Source: an optimization exercise on an open RTL-to-GDS flow (aim: small area and a short achievable clock period). Production flows keep margins and buffers that such runs may drop. Only simulation tests tie the RTL to the original design; equivalence was not proved. No activity file was given, so power comes from the tool's default toggle rates.

--- design/flow/flow/run.sh ---
#!/bin/bash
# Standard layout with three changes: a plain buffer cell on the ports in place of the tool's
# default pick, no full/half-adder cell extraction in synthesis (plain gates for abc), and a
# clock tree of smaller buffers without dummy loads.
set -euo pipefail
export BUFFER_PORTS_ARGS="-buffer_cell sky130_fd_sc_hd__buf_2"
export CTS_ARGS="-sink_clustering_enable -repair_clock_nets -dont_use_dummy_load -root_buf sky130_fd_sc_hd__clkbuf_16 -buf_list sky130_fd_sc_hd__clkbuf_8 -sink_clustering_size 20"
bash standard.sh ADDER_MAP_FILE= finish > standard_flow.log 2>&1
--- design/flow/design.v ---
`timescale 1ns/1ps
package mips_pkg;
	typedef logic [31:0] word_t;
	typedef logic [4:0]  reg_addr_t;
	typedef logic [5:0]  opcode_t;
	typedef logic [5:0]  funct_t;
	typedef logic [1:0]  alu_op_t;
	typedef logic [3:0]  alu_ctrl_t;
	localparam opcode_t OP_RTYPE = 6'h00;
	localparam opcode_t OP_BEQ   = 6'h04;
	localparam opcode_t OP_ADDI  = 6'h08;
	localparam opcode_t OP_LW    = 6'h23;
	localparam opcode_t OP_SW    = 6'h2b;
	localparam funct_t FUNCT_SLL = 6'h00;
	localparam funct_t FUNCT_SRL = 6'h02;
	localparam funct_t FUNCT_ADD = 6'h20;
	localparam funct_t FUNCT_SUB = 6'h22;
	localparam funct_t FUNCT_AND = 6'h24;
	localparam funct_t FUNCT_OR  = 6'h25;
	localparam funct_t FUNCT_SLT = 6'h2a;
	localparam alu_op_t ALUOP_ADD   = 2'b00;
	localparam alu_op_t ALUOP_SUB   = 2'b01;
	localparam alu_op_t ALUOP_FUNCT = 2'b10;
	localparam alu_ctrl_t ALU_AND = 4'b0000;
	localparam alu_ctrl_t ALU_OR  = 4'b0001;
	localparam alu_ctrl_t ALU_ADD = 4'b0010;
	localparam alu_ctrl_t ALU_SUB = 4'b0110;
	localparam alu_ctrl_t ALU_SLT = 4'b0111;
	localparam alu_ctrl_t ALU_SLL = 4'b1000;
	localparam alu_ctrl_t ALU_SRL = 4'b1001;
endpackage
`timescale 1ns/1ps
module mips_id_ex #(
	parameter int P_RF_DEPTH = 32
) (
	input  logic                i_clk,
	input  logic                i_reset,
	input  logic                i_instr_valid,
	input  mips_pkg::word_t     i_instr,
	input  mips_pkg::word_t     i_next_pc,
	input  logic                i_wb_en,
	input  mips_pkg::reg_addr_t i_wb_addr,
	input  mips_pkg::word_t     i_wb_data,
	output logic                o_ex_valid,
	output logic                o_branch,
	output logic                o_memread,
	output logic                o_memwrite,
	output logic                o_memtoreg,
	output logic                o_regwrite,
	output mips_pkg::word_t     o_branch_target,
	output logic                o_zero,
	output mips_pkg::word_t     o_alu_result,
	output mips_pkg::word_t     o_store_data,
	output mips_pkg::reg_addr_t o_dest_addr
);
	logic [31:1][31:0] regs;
	logic [31:1]       wsel;
	logic [31:0]       wdata;
	logic              wr_ok;
	assign wr_ok = i_wb_en && (i_wb_addr != 5'd0);
	assign wdata = i_reset ? 32'd0 : i_wb_data;
	always_comb
	begin
		for (int i = 1; i < 32; i++)
			wsel[i] = i_reset | (i_wb_en & (i_wb_addr == 5'(i)));
	end
	always_ff @(posedge i_clk)
	begin
		for (int i = 1; i < 32; i++)
			if (wsel[i])
				regs[i] <= wdata;
	end
	logic [5:0]  opcode;
	logic [5:0]  funct;
	logic [4:0]  addr_rs;
	logic [4:0]  addr_rt;
	logic [4:0]  addr_rd;
	logic        is_r, is_addi, is_lw, is_sw, is_beq;
	logic        f_sub, f_and, f_or, f_slt, f_sll, f_srl;
	logic        v;
	assign opcode  = i_instr[31:26];
	assign funct   = i_instr[5:0];
	assign addr_rs = i_instr[25:21];
	assign addr_rt = i_instr[20:16];
	assign addr_rd = i_instr[15:11];
	assign is_r    = (opcode == 6'h00);
	assign is_addi = (opcode == 6'h08);
	assign is_lw   = (opcode == 6'h23);
	assign is_sw   = (opcode == 6'h2b);
	assign is_beq  = (opcode == 6'h04);
	assign f_sub = (funct == 6'h22);
	assign f_and = (funct == 6'h24);
	assign f_or  = (funct == 6'h25);
	assign f_slt = (funct == 6'h2a);
	assign f_sll = (funct == 6'h00);
	assign f_srl = (funct == 6'h02);
	assign v = i_instr_valid & ~i_reset;
	logic [31:1] dec_rs, dec_rt, wr_dec;
	logic        byp_rs, byp_rt;
	logic [31:0] rs_data, rt_data;
	always_comb
	begin
		for (int i = 1; i < 32; i++)
		begin
			wr_dec[i] = i_wb_en & (i_wb_addr == 5'(i));
			dec_rs[i] = (addr_rs == 5'(i)) & ~wr_dec[i];
			dec_rt[i] = (addr_rt == 5'(i)) & ~wr_dec[i];
		end
	end
	assign byp_rs = wr_ok & (i_wb_addr == addr_rs);
	assign byp_rt = wr_ok & (i_wb_addr == addr_rt);
	always_comb
	begin
		rs_data = {32{byp_rs}} & i_wb_data;
		rt_data = {32{byp_rt}} & i_wb_data;
		for (int i = 1; i < 32; i++)
		begin
			rs_data = rs_data | ({32{dec_rs[i]}} & regs[i]);
			rt_data = rt_data | ({32{dec_rt[i]}} & regs[i]);
		end
	end
	logic        alusrc, sub;
	logic [31:0] sext, bx, pp, gg;
	assign alusrc = is_addi | is_lw | is_sw;
	assign sub    = is_beq | (is_r & (f_sub | f_slt));
	assign sext   = {{16{i_instr[15]}}, i_instr[15:0]};
	assign bx     = alusrc ? sext : (rt_data ^ {32{sub}});
	assign pp     = rs_data ^ bx;
	assign gg     = rs_data & bx;
	logic [4:0] shamt, rot;
	assign shamt = i_instr[10:6];
	assign rot   = f_srl ? shamt : (5'd0 - shamt);
	logic        id_valid, id_branch, id_memread, id_memwrite, id_regwrite;
	logic        id_sub, id_sum, id_slt, id_and, id_or, id_sh, id_srl;
	logic [31:0] id_p, id_g, id_rt, id_target;
	logic [4:0]  id_shamt, id_rot;
	logic [4:0]  id_dest;
	always_ff @(posedge i_clk)
	begin
		id_valid    <= v;
		id_branch   <= v & is_beq;
		id_memread  <= v & is_lw;
		id_memwrite <= v & is_sw;
		id_regwrite <= v & (is_r | is_addi | is_lw);
	end
	always_ff @(posedge i_clk)
	begin
		id_sub    <= sub;
		id_sum    <= ~(is_r & (f_and | f_or | f_slt | f_sll | f_srl));
		id_slt    <= is_r & f_slt;
		id_and    <= is_r & f_and;
		id_or     <= is_r & f_or;
		id_sh     <= is_r & (f_sll | f_srl);
		id_srl    <= f_srl;
		id_p      <= pp;
		id_g      <= gg;
		id_rt     <= rt_data;
		id_shamt  <= shamt;
		id_rot    <= rot;
		id_target <= i_next_pc + {sext[29:0], 2'b00};
		id_dest   <= is_r ? addr_rd : addr_rt;
	end
	logic [31:0] gk0, gk1, gk2, gk3, gk4, gk5;
	logic [31:0] pk0, pk1, pk2, pk3, pk4;
	logic [32:0] carry;
	logic [31:0] sum, keep, shin, shout, logic_res, res;
	logic        slt, z_sum, z_logic, zero;
	logic [31:0] k;
	assign gk0 = {id_g[31:1], id_g[0] | (id_p[0] & id_sub)};
	assign pk0 = id_p;
	assign gk1 = gk0 | (pk0 & {gk0[30:0], 1'b0});
	assign pk1 = pk0 & {pk0[30:0], 1'b1};
	assign gk2 = gk1 | (pk1 & {gk1[29:0], 2'b0});
	assign pk2 = pk1 & {pk1[29:0], 2'b11};
	assign gk3 = gk2 | (pk2 & {gk2[27:0], 4'b0});
	assign pk3 = pk2 & {pk2[27:0], 4'hf};
	assign gk4 = gk3 | (pk3 & {gk3[23:0], 8'b0});
	assign pk4 = pk3 & {pk3[23:0], 8'hff};
	assign gk5 = gk4 | (pk4 & {gk4[15:0], 16'b0});
	assign carry = {gk5, id_sub};
	assign sum   = id_p ^ carry[31:0];
	assign slt   = id_p[31] ? ~carry[31] : id_g[31];
	assign keep = id_srl ? (32'hffff_ffff << id_shamt) : (32'hffff_ffff >> id_shamt);
	assign shin  = id_rt & keep;
	assign shout = {shin, shin} >> id_rot;
	assign logic_res = ({32{id_and}} & id_g)
	                 | ({32{id_or}}  & (id_g | id_p))
	                 | ({32{id_sh}}  & shout);
	assign res = ({32{id_sum}} & sum) | ({32{id_slt}} & {31'd0, slt}) | logic_res;
	assign k       = {id_g[30:0] | id_p[30:0], id_sub};
	assign z_sum   = (id_p == k);
	assign z_logic = ((({32{id_and}} & id_g)
	                 | ({32{id_or}}  & (id_g | id_p))
	                 | ({32{id_sh}}  & shin)) == 32'd0);
	assign zero = id_sum ? z_sum : (id_slt ? ~slt : z_logic);
	always_ff @(posedge i_clk)
	begin
		o_ex_valid <= id_valid & ~i_reset;
		o_branch   <= id_branch & ~i_reset;
		o_memread  <= id_memread & ~i_reset;
		o_memwrite <= id_memwrite & ~i_reset;
		o_memtoreg <= id_memread & ~i_reset;
		o_regwrite <= id_regwrite & ~i_reset;
	end
	always_ff @(posedge i_clk)
	begin
		o_branch_target <= id_target;
		o_zero          <= zero;
		o_alu_result    <= res;
		o_store_data    <= id_rt;
		o_dest_addr     <= id_dest;
	end
endmodule
--- design/flow/config.mk ---
export PLATFORM = sky130hd
export DESIGN_NAME = mips_id_ex
export DESIGN_NICKNAME = mips_id_ex
export VERILOG_FILES = /design/flow/design.v
export SDC_FILE = /design/flow/constraint.sdc
export NUM_CORES = 4
export LEC_CHECK = 0
export CAP_MARGIN = 20
export CORE_MARGIN = 2
export CORE_UTILIZATION = 40
export PLACE_DENSITY = 0.55
export SETUP_SLACK_MARGIN = 2.8
export SLEW_MARGIN = 20
--- design/flow/standard.sh ---
#!/bin/bash
# synth_recipe.tcl (not shown) runs the flow's synth.tcl, then flattens the netlist and writes it again
# the make line also repeats each setting of config.mk as NAME=value (left out here)
make -C /OpenROAD-flow-scripts/flow DESIGN_CONFIG=/design/flow/config.mk WORK_HOME=/design/flow/orfs CLKGATE_MAP_FILE= SYNTH_SCRIPT=/design/flow/synth_recipe.tcl "${@:-finish}"
--- design/flow/constraint.sdc ---
create_clock -name core_clock -period 5.5 [get_ports {i_clk}]
set_input_delay 1.1000 -clock core_clock [delete_from_list [all_inputs] [get_ports {i_clk}]]
set_output_delay 1.1000 -clock core_clock [all_outputs]
set_load 0.01 [all_outputs]
==> results of run 1 <==
synth_stat cells, drive strengths merged (11+ instances only):
library cell / count / area share (%)
a2111oi: 15 / 0.27
a211oi: 48 / 0.72
a21boi: 11 / 0.15
a21o: 35 / 0.48
a21oi: 102 / 0.94
a221oi: 29 / 0.46
a222oi: 68 / 1.2
a22o: 22 / 0.35
a22oi: 866 / 12
a31oi: 14 / 0.16
and3: 15 / 0.17
buf: 95 / 0.90
clkbuf: 231 / 1.6
dfxtp: 261 / 9.5
edfxtp: 992 / 54
inv: 30 / 0.21
mux2: 19 / 0.39
mux2i: 46 / 0.84
mux4: 22 / 0.90
nand2: 163 / 1.1
nand2b: 13 / 0.15
nand3: 72 / 0.66
nand4: 242 / 2.8
nor2: 158 / 1.1
nor2b: 66 / 0.75
nor3: 51 / 0.47
nor4: 46 / 0.52
o211ai: 22 / 0.30
o21ai: 72 / 0.66
o221ai: 12 / 0.19
o22ai: 16 / 0.18
or2: 36 / 0.41
or3: 12 / 0.14
or4: 39 / 0.58
xnor2: 114 / 1.8
xor2: 41 / 0.65
layout make-up:
cell class	instances	share of cell area [%]
timing repair buffer	810	11.7
inverter	31	0.190
tap	1781	3.20
multi-input combinational	2616	30.5
timing repair inverter	1	0.00719
clock buffer	205	4.07
sequential	1253	50.4
antenna	22	0.0791
cell usage in the layout, fill, tap and decap left out, types with 25 or more instances in the layout:
| cell | n |
|---|---|
| buf_16 | 27 |
| edfxtp_1 | 992 |
| a211oi_4 | 39 |
| a21o_1 | 28 |
| nand4_1 | 242 |
| o21ai_0 | 37 |
| a222oi_1 | 68 |
| dfxtp_1 | 240 |
| inv_1 | 26 |
| xor2_1 | 38 |
| nand3_1 | 67 |
| buf_4 | 365 |
| or4_4 | 33 |
| a22oi_2 | 45 |
| nand2_1 | 151 |
| buf_12 | 110 |
| nor3_1 | 26 |
| xnor2_1 | 101 |
| clkbuf_8 | 204 |
| a21oi_2 | 27 |
| nor2_1 | 136 |
| buf_6 | 87 |
| a22oi_1 | 821 |
| a21oi_1 | 68 |
| or2_2 | 25 |
| buf_2 | 201 |
| nor2b_1 | 59 |
power by group through the flow:
stage | Sequential (mW) | Clock (mW) | Combinational, mW
2_1_floorplan | 12.1 | 0 | 2.15
3_3_place_gp | 12.7 | 0 | 3.55
3_5_place_dp | 12.7 | 0 | 3.57
4_1_cts | 12.5 | 6.73 | 4.01
5_1_grt | 12.7 | 7.12 | 4.57
6_report | 12.7 | 6.74 | 4.43
worst max-delay path, stage by stage:
cell and delay, ps:
buf_8 120, or2_4 260, buf_4 150, nor2_2 220, nor3_4 80, buf_12 190
a22o_1 330, a221oi_1 290, nand3_1 190, nor4_4 470, buf_4 250, xnor2_1 120
registers in the layout, indices dropped and copies added, names as in the netlist, 32 cells and up:
register / flops
id_g: 32
id_rt: 32
o_store_data: 32
o_branch_target: 32
id_p: 32
regs: 992
o_alu_result: 32
id_target: 32
cell families (layout without fill, tap and decap cells):
logic type	Yosys count	after routing	share of synthesized area, %
fa+ha+maj	7	7	0.128
compound gates	1402	1402	19.1
other cells	0	22	0
flops	1253	1253	63.8
xor+xnor	155	155	2.47
simple gates	965	965	9.66
buf+inv	357	1047	2.70
mux	87	87	2.13
metrics by stage:
step                cells  hold slack [ps]  utilization, %  instance area, um2  total power, mW
floorplan            4226              310               -               55700             14.3
global placement     6108              311            44.1               59800             16.3
detailed placement   6111              312            44.1               59900             16.3
CTS                  6616              251            49.9               67700             23.3
global route         6702              264            51.2               69600             24.4
finish               6719              275            51.3               69600             23.8
path summary, 6_finish.rpt:
path	start	endpoint	slack, ps
worst max-delay path	i_wb_addr[0]	id_p[12]$_DFF_P_	2290
worst min register to register	id_target[12]$_DFF_P_	o_branch_target[12]$_DFF_P_	270
worst max register to register	id_shamt[3]$_DFF_P_	o_alu_result[9]$_DFF_P_	2520
worst min-delay path	id_target[12]$_DFF_P_	o_branch_target[12]$_DFF_P_	270
layer usage:
metal	wire length [um]	share of wire, %	GRT usage (%)
met2	121000	40	58.5
met1	96400	32	47.7
met3	50800	17	19.5
met5	369	0.12	1.54
met4	32200	11	31.7
repair_timing:
item | CTS | global route
pin swaps | 158 | 159
gates resized for setup | 406 | 228
endpoints found under the setup margin | 307 | 132
setup buffers | 273 | 75
cloned | 27 | 6
==> run summary, run 1 <==
DR iter-0 viols=12200; Post-synth EDFFs=between 900 and 1000; Data arrival, critical path=approximately 3900 ps; Cell Pwr Density=around 340 nW/um2; Final period util=58.3%; CTS Buf Count=approximately 210; Initial DRT Pass Iterations=12; layout cells sized above 1=between 30% and 40%; Reg power frac=roughly 53%; Worst Hold Class=register to register; grt total ovfl=0; Bufs on Longest Clock Path=3; switching power=about 7.4 mW; Clock Power Share=28.3%; ys flop type=edfxtp_1; die area=between 100000 and 150000 um2; fin nets=roughly 5000; # rows=135; Pleak=approximately 24 nW; relative slew slack=16.5%; Clk Latency, worst-skew pair=just over 800 ps; Clock Skews=between 90 and 100 ps; initial antenna violation count=18; Final Setup Violations=0; hpwl dp=between 150000 and 200000 um; Setup crit end kind=register; data required time at the worst endpoint=around 6200 ps; total length of routed wires=between 300000 and 400000 um; clock sink total=1253; pre-CTS WS=about 1000 ps; P_int=between 15 and 20 mW; routed vias/inst=7.62; all-layer global routing usage=~41%; outcome=no timing/DRC/antenna violations; DRC viols=0; H-tree Lvls=4; core area=136000 um2; flops & latches, synth=about 1300; Period minus WS final=approximately 3200 ps; MaxCap Viol Count=0; post-synthesis cell type count=92; synthesized instance count=approximately 4200; Worst VDD drop=0.224 mV; Syn. warnings=1; Initial Utilization=about 40%; clock root buffer=clkbuf_16; Fillers=11600; RSZ-0062 raised after global routing=true; Seq. cell area=between 30000 and 40000 um2; worst setup path class=input pin to register; via count=between 50000 and 60000; CTS tree=built; Hold Violations, Final=0; setup_tns=0 ps; Slew @ Worst Pin=about 1200 ps; FF-to-FF path depth=12; area delta synth->final=26.9%; CP Launch Type=input pin; fin. max-slew vios=0; Sw Ratio=31.0%; post-route ant nets=0; first-pass GRT wire length=between 300000 and 400000 um; io pins=roughly 210; synthesized cell area=~55000 um2; post-synthesis sequential area ratio=between 60% and 70%; combinational power share=about a fifth; largest net degree at the start of global routing=50; Mapped Nets=4331; DIE WIDTH=between 300 and 400 um; clk slew on worst S/H paths=50 ps; area occupied by multi-input gates=around 21000 um2; hold depth=0; Max FO, Critical Path=32; routability cong.=slightly below 1; Mean Syn Cell Area=about 13 um2; Die H=between 300 and 400 um; asr flop ratio synth=0%; DR WL/cell=between 40 and 50 um; Max Freq=approximately 310 MHz; vias in the first global route=47200; hold buffer count at cts=0; worst setup margin=between 2000 and 2500 ps; # port buffers=212
==> run 2, diff against run 1 <==
--- a/design/flow/config.mk
+++ b/design/flow/config.mk
@@ -11,3 +11,4 @@
 export PLACE_DENSITY = 0.55
-export SETUP_SLACK_MARGIN = 2.8
+export SETUP_SLACK_MARGIN = 2.55
 export SLEW_MARGIN = 20
+export TNS_END_PERCENT = 20
==> run summary, run 2 <==
outcome=no timing/DRC/antenna violations; core area=136000 um2; Period minus WS final=~3300 ps; ranking of synthesized cells by area=edfxtp_1, a22oi_1, dfxtp_1, nand4_1, xnor2_1; relative slew slack=a little over an eighth; clk slew on worst S/H paths=approximately 50 ps; data required time at the worst endpoint=about 6100 ps; cell taking the most area after synthesis=edfxtp_1; area delta synth->final=19.2%; Data arrival, critical path=roughly 3900 ps; most common cell in the netlist=edfxtp_1; Max FO, Critical Path=32; first-pass GRT wire length=approximately 380000 um; DIE WIDTH=around 370 um; flops & latches, synth=approximately 1300; io pins=roughly 210; clock root buffer=clkbuf_16; RSZ-0062 raised after global routing=true; Cell Pwr Density=355 nW/um2; Setup crit end kind=register; MaxCap Viol Count=0; Initial DRT Pass Iterations=12; initial antenna violation count=13; synthesized instance count=roughly 4200; post-synthesis cell type count=around 90; Final period util=between 50% and 60%; Bufs on Longest Clock Path=3; Synth top area share=a little over half; asr flop ratio synth=0%; die area=roughly 140000 um2; Max Freq=307 MHz; R2R Setup Slk=about 2400 ps; Hold Violations, Final=0; post-route ant nets=0; Pleak=approximately 22 nW; DRC viols=0; fin nets=a little under 5000; hpwl dp=159000 um; all-layer global routing usage=39.2%; Die H=374 um; Post-synth EDFFs=around 990; Layout Cells excl Fill=6495; DR WL/cell=~44 um; total length of routed wires=roughly 280000 um; Clk Latency, worst-skew pair=between 800 and 900 ps; CTS tree=built; synthesized cell area=~55000 um2; # port buffers=about 210; via count=48800; fin. max-slew vios=0; DR iter-0 viols=approximately 12000; GRT busiest layer=met2; layout cells sized above 1=between 20% and 30%; largest net degree at the start of global routing=between 50 and 60; Clock Skews=between 100 and 150 ps; Slew @ Worst Pin=roughly 1300 ps; CP Launch Type=input pin; setup_tns=0 ps; H-tree Lvls=4; Syn. warnings=1; clock sink total=around 1300; Worst Hold Margin=about 300 ps; routed vias/inst=roughly 7.5; Final Setup Violations=0; vias in the first global route=around 46000; most common cell after layout, fill and taps aside=edfxtp_1; Largest register FFs=around 990; met1 Track Usage GR=between 40 and 50%; placed instance count=6112; CTS Buf Count=approximately 200; Fillers=~12000; Mapped Nets=4331; top cells by count, synth=edfxtp_1, a22oi_1, dfxtp_1; most frequent cells in the layout=edfxtp_1, a22oi_1, dfxtp_1, buf_4, nand4_1; worst setup path class=input pin to register; hold buffer count at cts=0; register with the most flip-flops=regs; post-synthesis sequential area ratio=63.8%; met2 Use GR=56.4%; routability cong.=roughly 1.0; grt total ovfl=0; # rows=~140; Worst VDD drop=0.176 mV; Worst Hold Class=register to register; M3 GR Usage=roughly a fifth; Mean Syn Cell Area=roughly 13 um2; Initial Utilization=40.4%; ys flop type=edfxtp_1
==> run 2: layer usage <==
layer	wire [um]	share of wire [%]
met5	270	0.095
met4	26000	9.2
met1	93200	33
met3	47300	17
met2	118000	41
==> run 2: area by class of cell <==
class	instances	area, um2	share of cell area [%]
flip-flops and latches	1253	35000	53.6
multi-input cells	2616	19700	30.1
repair buffers	593	5480	8.37
clock buffers	204	2820	4.31
well taps	1781	2230	3.41
inverters	31	126	0.193
diodes	16	40.0	0.0612
repair inverters	1	5.00	0.00765
==> run 2: repair_timing <==
action,CTS,global route
pin swaps,60,37
setup buffers,114,33
resized for setup,180,53
gates cloned,13,3
setup endpoints to repair,165,95
==> run 2: cell families after synthesis <==
family	count (synthesis)	synth area share, %
adders and majority gates	7	0.128
AOI/OAI and AO/OA	1402	19.1
muxes	87	2.13
DFF	1253	63.8
and+or+nand+nor	965	9.66
xor gates and xnor gates	155	2.47
buffers and inverters	357	2.70
==> run 2: critical path: stages <==
cell and delay, ps:
buf_6 140, and4bb_4 340, buf_12 130, buf_4 120, buf_12 100, a211oi_4 50, buf_4 410, a22oi_1 350
nand4_1 190, nor4_4 540, buf_4 220, xnor2_1 70
==> run 2: power by group <==
part	leakage, nW	switching [mW]	total (mW)	internal, mW
Sequential	11.8	1.18	12.6	11.4
Clock	1.47	3.44	6.69	3.25
Combinational	8.93	2.48	3.94	1.46
==> run 2: path summary, 6_finish.rpt <==
| kind | cells after the start | to | startpoint |
|---|---|---|---|
| max | 12 | id_p[23]$_DFF_P_ | i_wb_addr[2] |
| min | 0 | o_dest_addr[0]$_DFF_P_ | id_dest[0]$_DFF_P_ |
| max reg2reg | 9 | o_zero$_DFF_P_ | id_shamt[2]$_DFF_P_ |
| min reg2reg | 0 | o_dest_addr[0]$_DFF_P_ | id_dest[0]$_DFF_P_ |
==> run 2: per-stage QoR <==
step,util [%],setup slack [ps],area (um2),total power [mW]
final,48.2,2250,65400,23.2
after global routing,48.1,2360,65400,23.8
after CTS,47.7,2500,64800,22.9
after detailed placement,43.9,969,59700,16.2
after global placement,43.9,964,59700,16.2
after floorplan,-,2200,55200,14.2
==> run 3, diff against run 2 <==
--- a/design/flow/config.mk
+++ b/design/flow/config.mk
@@ -9,4 +9,4 @@
 export CORE_MARGIN = 2
-export CORE_UTILIZATION = 40
-export PLACE_DENSITY = 0.55
+export CORE_UTILIZATION = 45
+export PLACE_DENSITY = 0.65
 export SETUP_SLACK_MARGIN = 2.55
==> run summary, run 3 <==
die area=around 120000 um2; Final period util=approximately 60%; Initial DRT Pass Iterations=15; # rows=~130; outcome=no timing/DRC/antenna violations; area occupied by multi-input gates=approximately 20000 um2; area delta synth->final=20.2%; Post-synth EDFFs=992; hpwl dp=161000 um; Die H=353 um; register with the most flip-flops=regs; Worst Hold Class=register to register; most common cell after layout, fill and taps aside=edfxtp_1; DR WL/cell=roughly 44 um; CP max stage delay=between 500 and 600 ps; largest net degree at the start of global routing=~60; ranking of synthesized cells by area=edfxtp_1, a22oi_1, dfxtp_1, nand4_1, xnor2_1; most common cell in the netlist=edfxtp_1; synthesized instance count=roughly 4200; DR iter-0 viols=12600; P_int=approximately 16 mW; post-route ant nets=0; CP Launch Type=input pin; relative slew slack=5.82%; Mapped Nets=about 4300; Largest register FFs=992; io pins=~210; hold buffer count at cts=0; Synth top area share=a little over half; worst setup margin=between 2000 and 2500 ps; CTS Buf Count=203; Initial Utilization=a little under half; Worst VDD drop=~0.35 mV; Cell Pwr Density=approximately 350 nW/um2; # port buffers=roughly 210; CP cell instances=clkbuf_4 > or3b_4 > a211oi_4 > buf_6 > a22oi_1 > and4_1 > nand2_1 > buf_4 > xnor2_1 > a21oi_1 > xnor2_1; DIE WIDTH=~350 um; Slew @ Worst Pin=~1400 ps; switching power=7.13 mW; post-synthesis cell type count=between 90 and 100; H-tree Lvls=4; Data arrival, critical path=3930 ps; routability cong.=approximately 1.0; flops & latches, synth=about 1300; most frequent cells in the layout=edfxtp_1, a22oi_1, buf_4, dfxtp_1, nand4_1; Period minus WS final=about 3300 ps; fin nets=between 4000 and 5000; Pleak=~23 nW; Clock Skews=about 120 ps; Syn. warnings=1; Seq. cell area=35000 um2; clock sink total=between 1000 and 1500; Clock Power Share=28.7%; via count=about 50000; clock root buffer=clkbuf_16; total length of routed wires=282000 um; Reg power frac=54.0%; synthesized cell area=approximately 55000 um2; Clk Latency, worst-skew pair=between 800 and 900 ps; fin. max-slew vios=0; layout cells sized above 1=between 20% and 30%; Fillers=just over 10000; combinational power share=17.3%; RSZ-0062 raised after global routing=true; post-synthesis sequential area ratio=a little under two thirds; Max FO, Critical Path=18; Mean Syn Cell Area=~13 um2; clk slew on worst S/H paths=around 60 ps; first-pass GRT wire length=372000 um; grt total ovfl=0; Top cell by count, worst path=xnor2_1; vias in the first global route=46500; setup_tns=0 ps; cell taking the most area after synthesis=edfxtp_1; Sw Ratio=a little under a third; core area=121000 um2; Hold Violations, Final=0; ys flop type=edfxtp_1; Worst path slowest cell=a211oi_4; asr flop ratio synth=0%; MaxCap Viol Count=0; Max Freq=just over 300 MHz; worst setup path class=input pin to register; Final Setup Violations=0; top cells by count, synth=edfxtp_1, a22oi_1, dfxtp_1; Bufs on Longest Clock Path=3; initial antenna violation count=15; CTS tree=built; pre-CTS WS=between 800 and 900 ps; all-layer global routing usage=a little over two fifths; DRC viols=0; data required time at the worst endpoint=about 6000 ps; routed vias/inst=7.81; Setup crit end kind=register
run 3: cell counts after synthesis:
No cell type changed its count.
run 3: logic make-up (layout without fill, tap and decap cells):
logic type	count (synthesis)	count (layout)	synth area share (%)
compound gates	1402	1402	19.1
xor+xnor	155	155	2.47
fa+ha+maj	7	7	0.128
buf+inv	357	885	2.70
flops	1253	1253	63.8
mux	87	87	2.13
other cells	0	10	0
simple gates	965	967	9.66
run 3: path summary, 6_finish.rpt:
kind                         startpoint                           to  slack (ps)  cells past startpoint
setup / recovery            i_instr[16]             id_p[21]$_DFF_P_        2210                     11
hold / removal    id_target[18]$_DFF_P_  o_branch_target[18]$_DFF_P_         300                      0
setup reg to reg      id_rot[2]$_DFF_P_     o_alu_result[30]$_DFF_P_        2470                      8
hold reg to reg   id_target[18]$_DFF_P_  o_branch_target[18]$_DFF_P_         300                      0
run 3: per-layer routing:
metal | track usage [%] | up-vias | part of all wire (%)
met5 | 2.98 | - | 0.28
met4 | 32.9 | 29 | 11
met3 | 21.4 | 2039 | 18
met2 | 60.6 | 5935 | 40
met1 | 49.5 | 23700 | 31
li1 | - | 18300 | -
run 3: area by class of cell:
| class | instances | share of cell area (%) |
|---|---|---|
| timing repair inverter | 1 | 0.00759 |
| multi-input combinational | 2618 | 30.1 |
| antenna | 10 | 0.0379 |
| sequential | 1253 | 53.1 |
| clock buffer | 203 | 4.25 |
| timing repair buffer | 650 | 9.19 |
| tap | 1625 | 3.08 |
| inverter | 31 | 0.193 |
run 3: timing repair:
action,4_1_cts,5_1_grt
cloned,10,11
pin swaps,99,58
setup endpoints to repair,151,100
setup buffers,135,53
gates resized for setup,184,117
run 3: power by group through the flow:
stage	clock, mW	combinational [mW]	sequential (mW)
finish	6.69	4.03	12.6
global route	7.06	4.14	12.6
CTS	6.66	3.72	12.5
detailed placement	0	3.56	12.7
global placement	0	3.53	12.7
floorplan	0	2.12	12.1
run 3: worst max-delay path, delay by kind of cell:
family,cells,cell delay (ps)
xor gates and xnor gates,2,290
buffers and inverters,3,870
AOI/OAI and AO/OA,3,830
and+or+nand+nor,3,800
run 3: per-stage QoR:
stage	instances	power (mW)	utilization, %	hold WS (ps)	area [um2]
floorplan	4226	14.2	-	310	55200
global placement	5968	16.2	49.1	310	59600
detailed placement	5969	16.2	49.1	312	59600
CTS	6317	22.9	53.3	283	64800
global route	6383	23.8	54.3	292	65900
finish	6391	23.3	54.3	297	66000
==> run 4, diff against run 3 <==
--- a/design/flow/flow/run.sh
+++ b/design/flow/flow/run.sh
@@ -5,3 +5,3 @@
 set -euo pipefail
-export BUFFER_PORTS_ARGS="-buffer_cell sky130_fd_sc_hd__buf_2"
+export BUFFER_PORTS_ARGS="-buffer_cell sky130_fd_sc_hd__buf_1"
 export CTS_ARGS="-sink_clustering_enable -repair_clock_nets -dont_use_dummy_load -root_buf sky130_fd_sc_hd__clkbuf_16 -buf_list sky130_fd_sc_hd__clkbuf_8 -sink_clustering_size 20"
--- a/design/flow/config.mk
+++ b/design/flow/config.mk
@@ -7,8 +7,8 @@
 export LEC_CHECK = 0
-export CAP_MARGIN = 20
+export CAP_MARGIN = 10
 export CORE_MARGIN = 2
-export CORE_UTILIZATION = 45
-export PLACE_DENSITY = 0.65
+export CORE_UTILIZATION = 40
+export PLACE_DENSITY = 0.55
 export SETUP_SLACK_MARGIN = 2.55
-export SLEW_MARGIN = 20
+export SLEW_MARGIN = 10
 export TNS_END_PERCENT = 20
==> run summary, run 4 <==
Syn. warnings=1; synthesized instance count=between 4000 and 5000; Final Cell Area=66100 um2; Final Setup Violations=0; Tot Pwr=between 20 and 25 mW; hold buffer count at cts=0; ranking of synthesized cells by area=edfxtp_1, a22oi_1, dfxtp_1, nand4_1, xnor2_1; clock sink total=1253; most common cell after layout, fill and taps aside=edfxtp_1; hpwl dp=approximately 160000 um; Slew @ Worst Pin=between 1000 and 1500 ps; fin. max-slew vios=0; Mean Syn Cell Area=roughly 13 um2; cell taking the most area after synthesis=edfxtp_1; Max FO, Critical Path=11; DP Area=approximately 60000 um2; Max Freq=309 MHz; Cell Pwr Density=approximately 350 nW/um2; CP cell instances=buf_6 > nor2b_4 > buf_12 > a211oi_4 > buf_6 > a22o_1 > a221oi_2 > nand3_1 > or4_4 > xor2_1 > mux2i_1 > xor2_1; Largest register FFs=about 990; Clock Skews=~110 ps; Die H=~370 um; FF-to-FF path depth=9; data required time at the worst endpoint=between 6000 and 7000 ps; Post-synth EDFFs=approximately 990; Synth top area share=54.3%; Worst path slowest cell=or4_4; Initial Utilization=40.4%; CP Buf/Inv Count=3; largest net degree at the start of global routing=47; DR WL/cell=44.5 um; first-pass GRT wire length=about 380000 um; relative slew slack=12.4%; CP startpoint=i_wb_addr[1]; flops & latches, synth=1253; ys flop type=edfxtp_1; CP Launch Type=input pin; total length of routed wires=between 200000 and 300000 um; clk slew on worst S/H paths=~50 ps; RSZ-0062 raised after global routing=true; core area=~140000 um2; routed vias/inst=7.61; pre-CTS WS=644 ps; # port buffers=212; Bufs on Longest Clock Path=3; setup_tns=0 ps; register with the most flip-flops=regs; # rows=~140; most frequent cells in the layout=edfxtp_1, a22oi_1, buf_4, dfxtp_1, nand4_1; hold depth=0; CTS Buf Count=200; io pins=between 200 and 250; DRC viols=0; via count=~50000; synthesized cell area=54900 um2; Initial DRT Pass Iterations=15; post-synthesis sequential area ratio=a little under two thirds; Final period util=around three fifths; Worst Hold Class=register to register; die area=140000 um2; Clk Latency, worst-skew pair=810 ps; area delta synth->final=20.4%; MaxCap Viol Count=0; grt total ovfl=0; Hold Startpoint=id_target[9]$_DFF_P_; most common cell in the netlist=edfxtp_1; Pleak=about 22 nW; asr flop ratio synth=0%; fin nets=around 4800; CTS tree=built; Setup crit end kind=register; H-tree Lvls=4; Hold Violations, Final=0; Layout Utilization=between 40% and 50%; initial antenna violation count=19; worst setup margin=2270 ps; CP max stage delay=~570 ps; post-route ant nets=0; clock root buffer=clkbuf_16; all-layer global routing usage=39.4%; Mapped Nets=between 4000 and 5000; critical path's top delay family=simple AND/OR/NAND/NOR gates; post-synthesis cell type count=around 90; routability cong.=a little under 1; Data arrival, critical path=around 3800 ps; DR iter-0 viols=around 11000; Period minus WS final=roughly 3200 ps; layout cells sized above 1=about a fifth; DIE WIDTH=374 um; outcome=no timing/DRC/antenna violations; Critical Path Stages=12; reg2reg start=id_shamt[4]$_DFF_P_; vias in the first global route=~45000; Worst VDD drop=roughly 0.23 mV; worst setup path class=input pin to register; top cells by count, synth=edfxtp_1, a22oi_1, dfxtp_1; Fillers=~12000
[run 4: cell counts after synthesis]
Identical to the previous run, type by type.
[run 4: metal layers]
layer	vias up	part of all wire, %	global-route usage (%)
met5	-	0.048	0.274
met4	22	9.1	27.2
met3	1797	17	18.2
met2	5765	41	56.8
met1	23900	33	46.7
li1	18200	-	-
[run 4: worst paths after layout]
check / to / slack, ps
hold reg to reg: o_branch_target[9]$_DFF_P_ / 310
setup / recovery: id_p[1]$_DFF_P_ / 2270
setup reg to reg: o_alu_result[9]$_DFF_P_ / 2380
hold / removal: o_branch_target[9]$_DFF_P_ / 310
[run 4: cell type report]
| cell class | count | area (um2) | share of cell area [%] |
|---|---|---|---|
| diodes | 19 | 47.5 | 0.0719 |
| repair buffers | 633 | 5970 | 9.03 |
| flip-flops and latches | 1253 | 35000 | 53.0 |
| multi-input cells | 2617 | 19900 | 30.1 |
| clock buffers | 200 | 2760 | 4.18 |
| well taps | 1781 | 2230 | 3.37 |
| inverters | 31 | 120 | 0.182 |
[run 4: through the flow]
stage / hold WS, ps / std cells
global placement: 310 / 6119
CTS: 306 / 6481
floorplan: 310 / 4226
finish: 314 / 6534
detailed placement: 312 / 6119
global route: 311 / 6515
[run 4: cells by family after synthesis]
kind of cell | share of synthesized area (%)
multiplexers | 2.13
AO/OA/AOI/OAI | 19.1
flip-flops | 63.8
buffers and inverters | 2.70
AND/OR/NAND/NOR | 9.66
adder cells (fa/ha/maj) | 0.128
XOR/XNOR | 2.47
[run 4: power by group]
part | switching (mW) | internal, mW
clock | 3.42 | 3.20
sequential | 1.17 | 11.4
combinational | 2.53 | 1.44
total | 7.12 | 16.1
[run 4: repair_timing]
item / CTS / global route
pin swaps: 87 / 53
resized for setup: 222 / 80
setup endpoints to repair: 194 / 96
hold endpoints to repair: 0 / 0
buffers inserted: 147 / 26
gates cloned: 15 / 8

[what the ideal ports hide]
The flow's constraints put no driver on any port. The routed layouts listed below were extracted and timed again, unchanged, in two steps. Step 1, drivers: a clkbuf_16 drives i_clk and a buf_2 each remaining input, both assumed. Step 2, shift: input delay + t, output delay - t, t = (earliest + latest rising clock arrival at the registers) / 2. This alone moves slack from input paths to output paths. Three values: ideal, step 1, step 2; two values: the first two.
run | t, ns | setup slack, ns | worst hold slack (ns) | worst slew at a driven data input, ns | pins driven straight from the clock port
run 1 | 0.855 | 2.294 / 2.261 / 1.407 | 0.275 / 0.275 / 0.275 | 0.18 | 1
run 2 | 0.861 | 2.248 / 2.274 / 1.413 | 0.301 / 0.301 / 0.301 | 0.12 | 1
run 3 | 0.847 | 2.206 / 2.240 / 1.393 | 0.297 / 0.297 / 0.297 | 0.19 | 1
run 4 | 0.844 | 2.267 / 2.308 / 1.464 | 0.314 / 0.314 / 0.314 | 0.11 | 1
After both steps setup and hold are still met in every run listed. For run 1, which loses most, drivers alone change the setup slack by -0.033 ns; drivers and shift together by -0.887 ns.
